This design comes from an exercise in tuning for small area, a short achievable clock period and few clock cycles per item on the open sky130 flow, not from production work.
Function was checked by simulation only, so behaviour that the tests miss may differ from the original.

==> trial 16 <==
Design systolic_top, start of the top module:
module systolic_top (
    input  logic        clk,
    input  logic        rst_n,
    input  logic        wb_cyc,
    input  logic        wb_stb,
    input  logic        wb_we,
    input  logic [5:0]  wb_adr,
    input  logic [31:0] wb_dat_w,
    output logic [31:0] wb_dat_r,
    output logic        wb_ack
);
export LEC_CHECK = 0
export ABC_AREA = 1
export CAP_MARGIN = 20
export CORE_MARGIN = 2
export CORE_UTILIZATION = 40
export SETUP_SLACK_MARGIN = 5
export SLEW_MARGIN = 20
export TNS_END_PERCENT = 50
create_clock -name core_clock -period 9.0 [get_ports {clk}]
standard.sh (not shown) runs the stock make flow with config.mk's settings and CLKGATE_MAP_FILE= SYNTH_SCRIPT=/design/flow/synth_recipe.tcl, a recipe that flattens the netlist after the stock synthesis.
==> flow/flow/run.sh <==
#!/bin/bash
# The standard layout (the standard.sh, unchanged synthesis), with
#  - a clock tree of mid-size buffers, clusters of up to 16 flip-flops and no
#    dummy balancing loads,
#  - plain buf_4 cells as the port buffers.
# Each tool's log is under orfs/logs; make's output goes to flow.log.
set -euo pipefail
MARGIN=${MARGIN:-6}
bash standard.sh SETUP_SLACK_MARGIN=$MARGIN \
  "CTS_ARGS=-sink_clustering_enable -repair_clock_nets -sink_clustering_size 16 -sink_clustering_max_diameter 60 -buf_list sky130_fd_sc_hd__clkbuf_8 -dont_use_dummy_load" \
  "BUFFER_PORTS_ARGS=-buffer_cell sky130_fd_sc_hd__buf_4" \
  finish > flow.log 2>&1
==> build 13 (differences from trial 16) <==
--- a/flow/design.v
+++ b/flow/design.v
@@ -15,12 +15,12 @@
 endpackage
 `timescale 1ns/10ps
 module dot2_pp (
     input  logic [15:0] a0,
     input  logic [15:0] a1,
-    input  logic [7:0]  e0,
-    input  logic [7:0]  e1,
+    input  logic [11:0] e0,
+    input  logic [11:0] e1,
     output logic [61:0] pp
 );
 wire p0m0_one;
 wire p0m0_two;
 wire p0m0_neg;
@@ -218,12 +218,12 @@
 wire s171;
 wire c172;
 wire s173;
 wire c174;
 assign p0m0_one = e0[0];
-assign p0m0_neg = e0[1];
-assign p0m0_two = ~e0[0] & (e0[1] ^ 1'b0);
+assign p0m0_two = e0[1];
+assign p0m0_neg = e0[2];
 wire [16:0] p0m0_r;
 assign p0m0_r[0] = ((p0m0_one & a0[0]) | (p0m0_two & 1'b0)) ^ p0m0_neg;
 assign p0m0_r[1] = ((p0m0_one & a0[1]) | (p0m0_two & a0[0])) ^ p0m0_neg;
 assign p0m0_r[2] = ((p0m0_one & a0[2]) | (p0m0_two & a0[1])) ^ p0m0_neg;
 assign p0m0_r[3] = ((p0m0_one & a0[3]) | (p0m0_two & a0[2])) ^ p0m0_neg;
@@ -238,13 +238,13 @@
 assign p0m0_r[12] = ((p0m0_one & a0[12]) | (p0m0_two & a0[11])) ^ p0m0_neg;
 assign p0m0_r[13] = ((p0m0_one & a0[13]) | (p0m0_two & a0[12])) ^ p0m0_neg;
 assign p0m0_r[14] = ((p0m0_one & a0[14]) | (p0m0_two & a0[13])) ^ p0m0_neg;
 assign p0m0_r[15] = ((p0m0_one & a0[15]) | (p0m0_two & a0[14])) ^ p0m0_neg;
 assign p0m0_r[16] = ((p0m0_one & a0[15]) | (p0m0_two & a0[15])) ^ p0m0_neg;
-assign p0m1_one = e0[2];
-assign p0m1_neg = e0[3];
-assign p0m1_two = ~e0[2] & (e0[3] ^ e0[1]);
+assign p0m1_one = e0[3];
+assign p0m1_two = e0[4];
+assign p0m1_neg = e0[5];
 wire [16:0] p0m1_r;
 assign p0m1_r[0] = ((p0m1_one & a0[0]) | (p0m1_two & 1'b0)) ^ p0m1_neg;
 assign p0m1_r[1] = ((p0m1_one & a0[1]) | (p0m1_two & a0[0])) ^ p0m1_neg;
 assign p0m1_r[2] = ((p0m1_one & a0[2]) | (p0m1_two & a0[1])) ^ p0m1_neg;
 assign p0m1_r[3] = ((p0m1_one & a0[3]) | (p0m1_two & a0[2])) ^ p0m1_neg;
@@ -259,13 +259,13 @@
 assign p0m1_r[12] = ((p0m1_one & a0[12]) | (p0m1_two & a0[11])) ^ p0m1_neg;
 assign p0m1_r[13] = ((p0m1_one & a0[13]) | (p0m1_two & a0[12])) ^ p0m1_neg;
 assign p0m1_r[14] = ((p0m1_one & a0[14]) | (p0m1_two & a0[13])) ^ p0m1_neg;
 assign p0m1_r[15] = ((p0m1_one & a0[15]) | (p0m1_two & a0[14])) ^ p0m1_neg;
 assign p0m1_r[16] = ((p0m1_one & a0[15]) | (p0m1_two & a0[15])) ^ p0m1_neg;
-assign p0m2_one = e0[4];
-assign p0m2_neg = e0[5];
-assign p0m2_two = ~e0[4] & (e0[5] ^ e0[3]);
+assign p0m2_one = e0[6];
+assign p0m2_two = e0[7];
+assign p0m2_neg = e0[8];
 wire [16:0] p0m2_r;
 assign p0m2_r[0] = ((p0m2_one & a0[0]) | (p0m2_two & 1'b0)) ^ p0m2_neg;
 assign p0m2_r[1] = ((p0m2_one & a0[1]) | (p0m2_two & a0[0])) ^ p0m2_neg;
 assign p0m2_r[2] = ((p0m2_one & a0[2]) | (p0m2_two & a0[1])) ^ p0m2_neg;
 assign p0m2_r[3] = ((p0m2_one & a0[3]) | (p0m2_two & a0[2])) ^ p0m2_neg;
@@ -280,13 +280,13 @@
 assign p0m2_r[12] = ((p0m2_one & a0[12]) | (p0m2_two & a0[11])) ^ p0m2_neg;
 assign p0m2_r[13] = ((p0m2_one & a0[13]) | (p0m2_two & a0[12])) ^ p0m2_neg;
 assign p0m2_r[14] = ((p0m2_one & a0[14]) | (p0m2_two & a0[13])) ^ p0m2_neg;
 assign p0m2_r[15] = ((p0m2_one & a0[15]) | (p0m2_two & a0[14])) ^ p0m2_neg;
 assign p0m2_r[16] = ((p0m2_one & a0[15]) | (p0m2_two & a0[15])) ^ p0m2_neg;
-assign p0m3_one = e0[6];
-assign p0m3_neg = e0[7];
-assign p0m3_two = ~e0[6] & (e0[7] ^ e0[5]);
+assign p0m3_one = e0[9];
+assign p0m3_two = e0[10];
+assign p0m3_neg = e0[11];
 wire [16:0] p0m3_r;
 assign p0m3_r[0] = ((p0m3_one & a0[0]) | (p0m3_two & 1'b0)) ^ p0m3_neg;
 assign p0m3_r[1] = ((p0m3_one & a0[1]) | (p0m3_two & a0[0])) ^ p0m3_neg;
 assign p0m3_r[2] = ((p0m3_one & a0[2]) | (p0m3_two & a0[1])) ^ p0m3_neg;
 assign p0m3_r[3] = ((p0m3_one & a0[3]) | (p0m3_two & a0[2])) ^ p0m3_neg;
@@ -302,12 +302,12 @@
 assign p0m3_r[13] = ((p0m3_one & a0[13]) | (p0m3_two & a0[12])) ^ p0m3_neg;
 assign p0m3_r[14] = ((p0m3_one & a0[14]) | (p0m3_two & a0[13])) ^ p0m3_neg;
 assign p0m3_r[15] = ((p0m3_one & a0[15]) | (p0m3_two & a0[14])) ^ p0m3_neg;
 assign p0m3_r[16] = ((p0m3_one & a0[15]) | (p0m3_two & a0[15])) ^ p0m3_neg;
 assign p1m0_one = e1[0];
-assign p1m0_neg = e1[1];
-assign p1m0_two = ~e1[0] & (e1[1] ^ 1'b0);
+assign p1m0_two = e1[1];
+assign p1m0_neg = e1[2];
 wire [16:0] p1m0_r;
 assign p1m0_r[0] = ((p1m0_one & a1[0]) | (p1m0_two & 1'b0)) ^ p1m0_neg;
 assign p1m0_r[1] = ((p1m0_one & a1[1]) | (p1m0_two & a1[0])) ^ p1m0_neg;
 assign p1m0_r[2] = ((p1m0_one & a1[2]) | (p1m0_two & a1[1])) ^ p1m0_neg;
 assign p1m0_r[3] = ((p1m0_one & a1[3]) | (p1m0_two & a1[2])) ^ p1m0_neg;
@@ -322,13 +322,13 @@
 assign p1m0_r[12] = ((p1m0_one & a1[12]) | (p1m0_two & a1[11])) ^ p1m0_neg;
 assign p1m0_r[13] = ((p1m0_one & a1[13]) | (p1m0_two & a1[12])) ^ p1m0_neg;
 assign p1m0_r[14] = ((p1m0_one & a1[14]) | (p1m0_two & a1[13])) ^ p1m0_neg;
 assign p1m0_r[15] = ((p1m0_one & a1[15]) | (p1m0_two & a1[14])) ^ p1m0_neg;
 assign p1m0_r[16] = ((p1m0_one & a1[15]) | (p1m0_two & a1[15])) ^ p1m0_neg;
-assign p1m1_one = e1[2];
-assign p1m1_neg = e1[3];
-assign p1m1_two = ~e1[2] & (e1[3] ^ e1[1]);
+assign p1m1_one = e1[3];
+assign p1m1_two = e1[4];
+assign p1m1_neg = e1[5];
 wire [16:0] p1m1_r;
 assign p1m1_r[0] = ((p1m1_one & a1[0]) | (p1m1_two & 1'b0)) ^ p1m1_neg;
 assign p1m1_r[1] = ((p1m1_one & a1[1]) | (p1m1_two & a1[0])) ^ p1m1_neg;
 assign p1m1_r[2] = ((p1m1_one & a1[2]) | (p1m1_two & a1[1])) ^ p1m1_neg;
 assign p1m1_r[3] = ((p1m1_one & a1[3]) | (p1m1_two & a1[2])) ^ p1m1_neg;
@@ -343,13 +343,13 @@
 assign p1m1_r[12] = ((p1m1_one & a1[12]) | (p1m1_two & a1[11])) ^ p1m1_neg;
 assign p1m1_r[13] = ((p1m1_one & a1[13]) | (p1m1_two & a1[12])) ^ p1m1_neg;
 assign p1m1_r[14] = ((p1m1_one & a1[14]) | (p1m1_two & a1[13])) ^ p1m1_neg;
 assign p1m1_r[15] = ((p1m1_one & a1[15]) | (p1m1_two & a1[14])) ^ p1m1_neg;
 assign p1m1_r[16] = ((p1m1_one & a1[15]) | (p1m1_two & a1[15])) ^ p1m1_neg;
-assign p1m2_one = e1[4];
-assign p1m2_neg = e1[5];
-assign p1m2_two = ~e1[4] & (e1[5] ^ e1[3]);
+assign p1m2_one = e1[6];
+assign p1m2_two = e1[7];
+assign p1m2_neg = e1[8];
 wire [16:0] p1m2_r;
 assign p1m2_r[0] = ((p1m2_one & a1[0]) | (p1m2_two & 1'b0)) ^ p1m2_neg;
 assign p1m2_r[1] = ((p1m2_one & a1[1]) | (p1m2_two & a1[0])) ^ p1m2_neg;
 assign p1m2_r[2] = ((p1m2_one & a1[2]) | (p1m2_two & a1[1])) ^ p1m2_neg;
 assign p1m2_r[3] = ((p1m2_one & a1[3]) | (p1m2_two & a1[2])) ^ p1m2_neg;
@@ -364,13 +364,13 @@
 assign p1m2_r[12] = ((p1m2_one & a1[12]) | (p1m2_two & a1[11])) ^ p1m2_neg;
 assign p1m2_r[13] = ((p1m2_one & a1[13]) | (p1m2_two & a1[12])) ^ p1m2_neg;
 assign p1m2_r[14] = ((p1m2_one & a1[14]) | (p1m2_two & a1[13])) ^ p1m2_neg;
 assign p1m2_r[15] = ((p1m2_one & a1[15]) | (p1m2_two & a1[14])) ^ p1m2_neg;
 assign p1m2_r[16] = ((p1m2_one & a1[15]) | (p1m2_two & a1[15])) ^ p1m2_neg;
-assign p1m3_one = e1[6];
-assign p1m3_neg = e1[7];
-assign p1m3_two = ~e1[6] & (e1[7] ^ e1[5]);
+assign p1m3_one = e1[9];
+assign p1m3_two = e1[10];
+assign p1m3_neg = e1[11];
 wire [16:0] p1m3_r;
 assign p1m3_r[0] = ((p1m3_one & a1[0]) | (p1m3_two & 1'b0)) ^ p1m3_neg;
 assign p1m3_r[1] = ((p1m3_one & a1[1]) | (p1m3_two & a1[0])) ^ p1m3_neg;
 assign p1m3_r[2] = ((p1m3_one & a1[2]) | (p1m3_two & a1[1])) ^ p1m3_neg;
 assign p1m3_r[3] = ((p1m3_one & a1[3]) | (p1m3_two & a1[2])) ^ p1m3_neg;
@@ -820,13 +820,13 @@
     output logic [31:0] wb_dat_r,
     output logic        wb_ack
 );
     logic [15:0] ax [2];
     logic [15:0] ay [2];
-    logic [7:0]  bu [2];
-    logic [7:0]  bv [2];
-    logic [7:0]  b_enc;
+    logic [11:0] bu [2];
+    logic [11:0] bv [2];
+    logic [11:0] b_enc;
     logic [24:0] c_ring [4];
     logic        c_vld;
     logic        busy;
     logic        done;
     logic [1:0]  run_cnt;
@@ -850,20 +850,23 @@
     assign k0_n = ~k[0];
     assign k1_n = k[1] ^ k[0];
     logic wr_a, wr_b;
     assign wr_a = wr_en && (wb_adr[5:2] == 4'd0);
     assign wr_b = wr_en && (wb_adr[5:2] == 4'd1);
-    function automatic logic [7:0] booth_enc(input logic [7:0] b);
+    function automatic logic [11:0] booth_enc(input logic [7:0] b);
+        logic [8:0] x;
+        x = {b, 1'b0};
         for (int m = 0; m < 4; m++) begin
-            booth_enc[2*m]   = b[2*m] ^ ((m == 0) ? 1'b0 : b[2*m-1]);
-            booth_enc[2*m+1] = b[2*m+1];
+            booth_enc[3*m]   = x[2*m+1] ^ x[2*m];
+            booth_enc[3*m+1] = (x[2*m+2] & ~x[2*m+1] & ~x[2*m]) | (~x[2*m+2] & x[2*m+1] & x[2*m]);
+            booth_enc[3*m+2] = x[2*m+2];
         end
     endfunction
-    function automatic logic [7:0] booth_dec(input logic [7:0] e);
+    function automatic logic [7:0] booth_dec(input logic [11:0] e);
         for (int m = 0; m < 4; m++) begin
-            booth_dec[2*m+1] = e[2*m+1];
-            booth_dec[2*m]   = e[2*m] ^ ((m == 0) ? 1'b0 : e[2*m-1]);
+            booth_dec[2*m+1] = e[3*m+2];
+            booth_dec[2*m]   = e[3*m] ^ ((m == 0) ? 1'b0 : e[3*m-1]);
         end
     endfunction
     assign b_enc = booth_enc(wb_dat_w[7:0]);
     for (genvar p = 0; p < 2; p++) begin : g_ring
         logic wa_x, wa_y, wb_u, wb_v;
@@ -954,12 +957,12 @@
         rd_d = {23'd0, sel_s && done, sel_s && busy};
         for (int p = 0; p < 2; p++) begin
             rd_d = rd_d
                  | ({25{sel_x[p]}} & {{9{ax[p][15]}}, ax[p]})
                  | ({25{sel_y[p]}} & {{9{ay[p][15]}}, ay[p]})
-                 | ({25{sel_u[p]}} & {{17{bu[p][7]}}, booth_dec(bu[p])})
-                 | ({25{sel_v[p]}} & {{17{bv[p][7]}}, booth_dec(bv[p])});
+                 | ({25{sel_u[p]}} & {{17{bu[p][11]}}, booth_dec(bu[p])})
+                 | ({25{sel_v[p]}} & {{17{bv[p][11]}}, booth_dec(bv[p])});
         end
         for (int p = 0; p < 4; p++) begin
             rd_d = rd_d | ({25{sel_c[p]}} & c_ring[p]);
         end
     end
- ABC_AREA: 1 -> default
- TNS_END_PERCENT: 50 -> default
==> build 67 (differences from trial 16) <==
--- a/flow/design.v
+++ b/flow/design.v
@@ -15,12 +15,12 @@
 endpackage
 `timescale 1ns/10ps
 module dot2_pp (
     input  logic [15:0] a0,
     input  logic [15:0] a1,
-    input  logic [7:0]  e0,
-    input  logic [7:0]  e1,
+    input  logic [11:0] e0,
+    input  logic [11:0] e1,
     output logic [61:0] pp
 );
 wire p0m0_one;
 wire p0m0_two;
 wire p0m0_neg;
@@ -218,12 +218,12 @@
 wire s171;
 wire c172;
 wire s173;
 wire c174;
 assign p0m0_one = e0[0];
-assign p0m0_neg = e0[1];
-assign p0m0_two = ~e0[0] & (e0[1] ^ 1'b0);
+assign p0m0_two = e0[1];
+assign p0m0_neg = e0[2];
 wire [16:0] p0m0_r;
 assign p0m0_r[0] = ((p0m0_one & a0[0]) | (p0m0_two & 1'b0)) ^ p0m0_neg;
 assign p0m0_r[1] = ((p0m0_one & a0[1]) | (p0m0_two & a0[0])) ^ p0m0_neg;
 assign p0m0_r[2] = ((p0m0_one & a0[2]) | (p0m0_two & a0[1])) ^ p0m0_neg;
 assign p0m0_r[3] = ((p0m0_one & a0[3]) | (p0m0_two & a0[2])) ^ p0m0_neg;
@@ -238,13 +238,13 @@
 assign p0m0_r[12] = ((p0m0_one & a0[12]) | (p0m0_two & a0[11])) ^ p0m0_neg;
 assign p0m0_r[13] = ((p0m0_one & a0[13]) | (p0m0_two & a0[12])) ^ p0m0_neg;
 assign p0m0_r[14] = ((p0m0_one & a0[14]) | (p0m0_two & a0[13])) ^ p0m0_neg;
 assign p0m0_r[15] = ((p0m0_one & a0[15]) | (p0m0_two & a0[14])) ^ p0m0_neg;
 assign p0m0_r[16] = ((p0m0_one & a0[15]) | (p0m0_two & a0[15])) ^ p0m0_neg;
-assign p0m1_one = e0[2];
-assign p0m1_neg = e0[3];
-assign p0m1_two = ~e0[2] & (e0[3] ^ e0[1]);
+assign p0m1_one = e0[3];
+assign p0m1_two = e0[4];
+assign p0m1_neg = e0[5];
 wire [16:0] p0m1_r;
 assign p0m1_r[0] = ((p0m1_one & a0[0]) | (p0m1_two & 1'b0)) ^ p0m1_neg;
 assign p0m1_r[1] = ((p0m1_one & a0[1]) | (p0m1_two & a0[0])) ^ p0m1_neg;
 assign p0m1_r[2] = ((p0m1_one & a0[2]) | (p0m1_two & a0[1])) ^ p0m1_neg;
 assign p0m1_r[3] = ((p0m1_one & a0[3]) | (p0m1_two & a0[2])) ^ p0m1_neg;
@@ -259,13 +259,13 @@
 assign p0m1_r[12] = ((p0m1_one & a0[12]) | (p0m1_two & a0[11])) ^ p0m1_neg;
 assign p0m1_r[13] = ((p0m1_one & a0[13]) | (p0m1_two & a0[12])) ^ p0m1_neg;
 assign p0m1_r[14] = ((p0m1_one & a0[14]) | (p0m1_two & a0[13])) ^ p0m1_neg;
 assign p0m1_r[15] = ((p0m1_one & a0[15]) | (p0m1_two & a0[14])) ^ p0m1_neg;
 assign p0m1_r[16] = ((p0m1_one & a0[15]) | (p0m1_two & a0[15])) ^ p0m1_neg;
-assign p0m2_one = e0[4];
-assign p0m2_neg = e0[5];
-assign p0m2_two = ~e0[4] & (e0[5] ^ e0[3]);
+assign p0m2_one = e0[6];
+assign p0m2_two = e0[7];
+assign p0m2_neg = e0[8];
 wire [16:0] p0m2_r;
 assign p0m2_r[0] = ((p0m2_one & a0[0]) | (p0m2_two & 1'b0)) ^ p0m2_neg;
 assign p0m2_r[1] = ((p0m2_one & a0[1]) | (p0m2_two & a0[0])) ^ p0m2_neg;
 assign p0m2_r[2] = ((p0m2_one & a0[2]) | (p0m2_two & a0[1])) ^ p0m2_neg;
 assign p0m2_r[3] = ((p0m2_one & a0[3]) | (p0m2_two & a0[2])) ^ p0m2_neg;
@@ -280,13 +280,13 @@
 assign p0m2_r[12] = ((p0m2_one & a0[12]) | (p0m2_two & a0[11])) ^ p0m2_neg;
 assign p0m2_r[13] = ((p0m2_one & a0[13]) | (p0m2_two & a0[12])) ^ p0m2_neg;
 assign p0m2_r[14] = ((p0m2_one & a0[14]) | (p0m2_two & a0[13])) ^ p0m2_neg;
 assign p0m2_r[15] = ((p0m2_one & a0[15]) | (p0m2_two & a0[14])) ^ p0m2_neg;
 assign p0m2_r[16] = ((p0m2_one & a0[15]) | (p0m2_two & a0[15])) ^ p0m2_neg;
-assign p0m3_one = e0[6];
-assign p0m3_neg = e0[7];
-assign p0m3_two = ~e0[6] & (e0[7] ^ e0[5]);
+assign p0m3_one = e0[9];
+assign p0m3_two = e0[10];
+assign p0m3_neg = e0[11];
 wire [16:0] p0m3_r;
 assign p0m3_r[0] = ((p0m3_one & a0[0]) | (p0m3_two & 1'b0)) ^ p0m3_neg;
 assign p0m3_r[1] = ((p0m3_one & a0[1]) | (p0m3_two & a0[0])) ^ p0m3_neg;
 assign p0m3_r[2] = ((p0m3_one & a0[2]) | (p0m3_two & a0[1])) ^ p0m3_neg;
 assign p0m3_r[3] = ((p0m3_one & a0[3]) | (p0m3_two & a0[2])) ^ p0m3_neg;
@@ -302,12 +302,12 @@
 assign p0m3_r[13] = ((p0m3_one & a0[13]) | (p0m3_two & a0[12])) ^ p0m3_neg;
 assign p0m3_r[14] = ((p0m3_one & a0[14]) | (p0m3_two & a0[13])) ^ p0m3_neg;
 assign p0m3_r[15] = ((p0m3_one & a0[15]) | (p0m3_two & a0[14])) ^ p0m3_neg;
 assign p0m3_r[16] = ((p0m3_one & a0[15]) | (p0m3_two & a0[15])) ^ p0m3_neg;
 assign p1m0_one = e1[0];
-assign p1m0_neg = e1[1];
-assign p1m0_two = ~e1[0] & (e1[1] ^ 1'b0);
+assign p1m0_two = e1[1];
+assign p1m0_neg = e1[2];
 wire [16:0] p1m0_r;
 assign p1m0_r[0] = ((p1m0_one & a1[0]) | (p1m0_two & 1'b0)) ^ p1m0_neg;
 assign p1m0_r[1] = ((p1m0_one & a1[1]) | (p1m0_two & a1[0])) ^ p1m0_neg;
 assign p1m0_r[2] = ((p1m0_one & a1[2]) | (p1m0_two & a1[1])) ^ p1m0_neg;
 assign p1m0_r[3] = ((p1m0_one & a1[3]) | (p1m0_two & a1[2])) ^ p1m0_neg;
@@ -322,13 +322,13 @@
 assign p1m0_r[12] = ((p1m0_one & a1[12]) | (p1m0_two & a1[11])) ^ p1m0_neg;
 assign p1m0_r[13] = ((p1m0_one & a1[13]) | (p1m0_two & a1[12])) ^ p1m0_neg;
 assign p1m0_r[14] = ((p1m0_one & a1[14]) | (p1m0_two & a1[13])) ^ p1m0_neg;
 assign p1m0_r[15] = ((p1m0_one & a1[15]) | (p1m0_two & a1[14])) ^ p1m0_neg;
 assign p1m0_r[16] = ((p1m0_one & a1[15]) | (p1m0_two & a1[15])) ^ p1m0_neg;
-assign p1m1_one = e1[2];
-assign p1m1_neg = e1[3];
-assign p1m1_two = ~e1[2] & (e1[3] ^ e1[1]);
+assign p1m1_one = e1[3];
+assign p1m1_two = e1[4];
+assign p1m1_neg = e1[5];
 wire [16:0] p1m1_r;
 assign p1m1_r[0] = ((p1m1_one & a1[0]) | (p1m1_two & 1'b0)) ^ p1m1_neg;
 assign p1m1_r[1] = ((p1m1_one & a1[1]) | (p1m1_two & a1[0])) ^ p1m1_neg;
 assign p1m1_r[2] = ((p1m1_one & a1[2]) | (p1m1_two & a1[1])) ^ p1m1_neg;
 assign p1m1_r[3] = ((p1m1_one & a1[3]) | (p1m1_two & a1[2])) ^ p1m1_neg;
@@ -343,13 +343,13 @@
 assign p1m1_r[12] = ((p1m1_one & a1[12]) | (p1m1_two & a1[11])) ^ p1m1_neg;
 assign p1m1_r[13] = ((p1m1_one & a1[13]) | (p1m1_two & a1[12])) ^ p1m1_neg;
 assign p1m1_r[14] = ((p1m1_one & a1[14]) | (p1m1_two & a1[13])) ^ p1m1_neg;
 assign p1m1_r[15] = ((p1m1_one & a1[15]) | (p1m1_two & a1[14])) ^ p1m1_neg;
 assign p1m1_r[16] = ((p1m1_one & a1[15]) | (p1m1_two & a1[15])) ^ p1m1_neg;
-assign p1m2_one = e1[4];
-assign p1m2_neg = e1[5];
-assign p1m2_two = ~e1[4] & (e1[5] ^ e1[3]);
+assign p1m2_one = e1[6];
+assign p1m2_two = e1[7];
+assign p1m2_neg = e1[8];
 wire [16:0] p1m2_r;
 assign p1m2_r[0] = ((p1m2_one & a1[0]) | (p1m2_two & 1'b0)) ^ p1m2_neg;
 assign p1m2_r[1] = ((p1m2_one & a1[1]) | (p1m2_two & a1[0])) ^ p1m2_neg;
 assign p1m2_r[2] = ((p1m2_one & a1[2]) | (p1m2_two & a1[1])) ^ p1m2_neg;
 assign p1m2_r[3] = ((p1m2_one & a1[3]) | (p1m2_two & a1[2])) ^ p1m2_neg;
@@ -364,13 +364,13 @@
 assign p1m2_r[12] = ((p1m2_one & a1[12]) | (p1m2_two & a1[11])) ^ p1m2_neg;
 assign p1m2_r[13] = ((p1m2_one & a1[13]) | (p1m2_two & a1[12])) ^ p1m2_neg;
 assign p1m2_r[14] = ((p1m2_one & a1[14]) | (p1m2_two & a1[13])) ^ p1m2_neg;
 assign p1m2_r[15] = ((p1m2_one & a1[15]) | (p1m2_two & a1[14])) ^ p1m2_neg;
 assign p1m2_r[16] = ((p1m2_one & a1[15]) | (p1m2_two & a1[15])) ^ p1m2_neg;
-assign p1m3_one = e1[6];
-assign p1m3_neg = e1[7];
-assign p1m3_two = ~e1[6] & (e1[7] ^ e1[5]);
+assign p1m3_one = e1[9];
+assign p1m3_two = e1[10];
+assign p1m3_neg = e1[11];
 wire [16:0] p1m3_r;
 assign p1m3_r[0] = ((p1m3_one & a1[0]) | (p1m3_two & 1'b0)) ^ p1m3_neg;
 assign p1m3_r[1] = ((p1m3_one & a1[1]) | (p1m3_two & a1[0])) ^ p1m3_neg;
 assign p1m3_r[2] = ((p1m3_one & a1[2]) | (p1m3_two & a1[1])) ^ p1m3_neg;
 assign p1m3_r[3] = ((p1m3_one & a1[3]) | (p1m3_two & a1[2])) ^ p1m3_neg;
@@ -820,13 +820,13 @@
     output logic [31:0] wb_dat_r,
     output logic        wb_ack
 );
     logic [15:0] ax [2];
     logic [15:0] ay [2];
-    logic [7:0]  bu [2];
-    logic [7:0]  bv [2];
-    logic [7:0]  b_enc;
+    logic [11:0] bu [2];
+    logic [11:0] bv [2];
+    logic [11:0] b_enc;
     logic [24:0] c_ring [4];
     logic        c_vld;
     logic        busy;
     logic        done;
     logic [1:0]  run_cnt;
@@ -850,20 +850,23 @@
     assign k0_n = ~k[0];
     assign k1_n = k[1] ^ k[0];
     logic wr_a, wr_b;
     assign wr_a = wr_en && (wb_adr[5:2] == 4'd0);
     assign wr_b = wr_en && (wb_adr[5:2] == 4'd1);
-    function automatic logic [7:0] booth_enc(input logic [7:0] b);
+    function automatic logic [11:0] booth_enc(input logic [7:0] b);
+        logic [8:0] x;
+        x = {b, 1'b0};
         for (int m = 0; m < 4; m++) begin
-            booth_enc[2*m]   = b[2*m] ^ ((m == 0) ? 1'b0 : b[2*m-1]);
-            booth_enc[2*m+1] = b[2*m+1];
+            booth_enc[3*m]   = x[2*m+1] ^ x[2*m];
+            booth_enc[3*m+1] = (x[2*m+2] & ~x[2*m+1] & ~x[2*m]) | (~x[2*m+2] & x[2*m+1] & x[2*m]);
+            booth_enc[3*m+2] = x[2*m+2];
         end
     endfunction
-    function automatic logic [7:0] booth_dec(input logic [7:0] e);
+    function automatic logic [7:0] booth_dec(input logic [11:0] e);
         for (int m = 0; m < 4; m++) begin
-            booth_dec[2*m+1] = e[2*m+1];
-            booth_dec[2*m]   = e[2*m] ^ ((m == 0) ? 1'b0 : e[2*m-1]);
+            booth_dec[2*m+1] = e[3*m+2];
+            booth_dec[2*m]   = e[3*m] ^ ((m == 0) ? 1'b0 : e[3*m-1]);
         end
     endfunction
     assign b_enc = booth_enc(wb_dat_w[7:0]);
     for (genvar p = 0; p < 2; p++) begin : g_ring
         logic wa_x, wa_y, wb_u, wb_v;
@@ -954,12 +957,12 @@
         rd_d = {23'd0, sel_s && done, sel_s && busy};
         for (int p = 0; p < 2; p++) begin
             rd_d = rd_d
                  | ({25{sel_x[p]}} & {{9{ax[p][15]}}, ax[p]})
                  | ({25{sel_y[p]}} & {{9{ay[p][15]}}, ay[p]})
-                 | ({25{sel_u[p]}} & {{17{bu[p][7]}}, booth_dec(bu[p])})
-                 | ({25{sel_v[p]}} & {{17{bv[p][7]}}, booth_dec(bv[p])});
+                 | ({25{sel_u[p]}} & {{17{bu[p][11]}}, booth_dec(bu[p])})
+                 | ({25{sel_v[p]}} & {{17{bv[p][11]}}, booth_dec(bv[p])});
         end
         for (int p = 0; p < 4; p++) begin
             rd_d = rd_d | ({25{sel_c[p]}} & c_ring[p]);
         end
     end
==> flow/flow/run.sh (replaced) <==
#!/bin/bash
set -euo pipefail
MARGIN=${MARGIN:-5.8}
bash standard.sh SETUP_SLACK_MARGIN=$MARGIN \
  "CTS_ARGS=-sink_clustering_enable -repair_clock_nets -sink_clustering_size 16 -sink_clustering_max_diameter 60 -buf_list sky130_fd_sc_hd__clkbuf_8 -dont_use_dummy_load" \
  finish > flow.log 2>&1
- TNS_END_PERCENT: 50 -> default
==> comparison <==
The lowest critical path depth belongs to trial 16, the highest to build 13.
Worst setup slack, highest first: trial 16, build 13, build 67.
Against build 13, the sequential share of layout area of build 67 is lower by 1.4 points.
In build 67 the global-route usage is higher than in trial 16, by 0.091 points.
Final cell count: build 13 < trial 16 < build 67.
The lowest core utilization belongs to build 13, the highest to trial 16.
Testbench counts of trial 16, summed over its fixed seeds: cycles 11,520, jobs 384.
Testbench counts of build 13, summed over its fixed seeds: cycles 11,520, jobs 384.
Testbench counts of build 67, summed over its fixed seeds: cycles 11,520, jobs 384.

==> separate check: timing with driven ports <==
No port has a modelled driver above. Below, the same layouts with a new extraction and two added sets of constraints. Step 1 (the two cells are an assumption about what drives the block):
set clk [get_ports {clk}]
set_driving_cell -lib_cell sky130_fd_sc_hd__clkbuf_16 $clk
set_driving_cell -lib_cell sky130_fd_sc_hd__buf_2 [delete_from_list [all_inputs] $clk]
Step 2 times the ports against the registers' clock, not the clock port: input delays grow and output delays shrink by t, the midpoint of the rising clock arrivals with the driver on. Slacks: no drivers / after step 1 / after step 2; pairs: no drivers / after step 1.
run	t, ns	slack for setup (ns)	worst slew at a driven data input, ns
trial 16	0.653	5.921 / 5.939 / 5.286	0.06
build 13	0.635	5.863 / 5.863 / 5.314	0.09
build 67	0.653	5.797 / 5.823 / 5.170	0.05
After both steps setup and hold are still met in every run listed. The setup slack of trial 16, which loses most, moves by +0.018 ns with the drivers and by -0.635 ns with both steps.
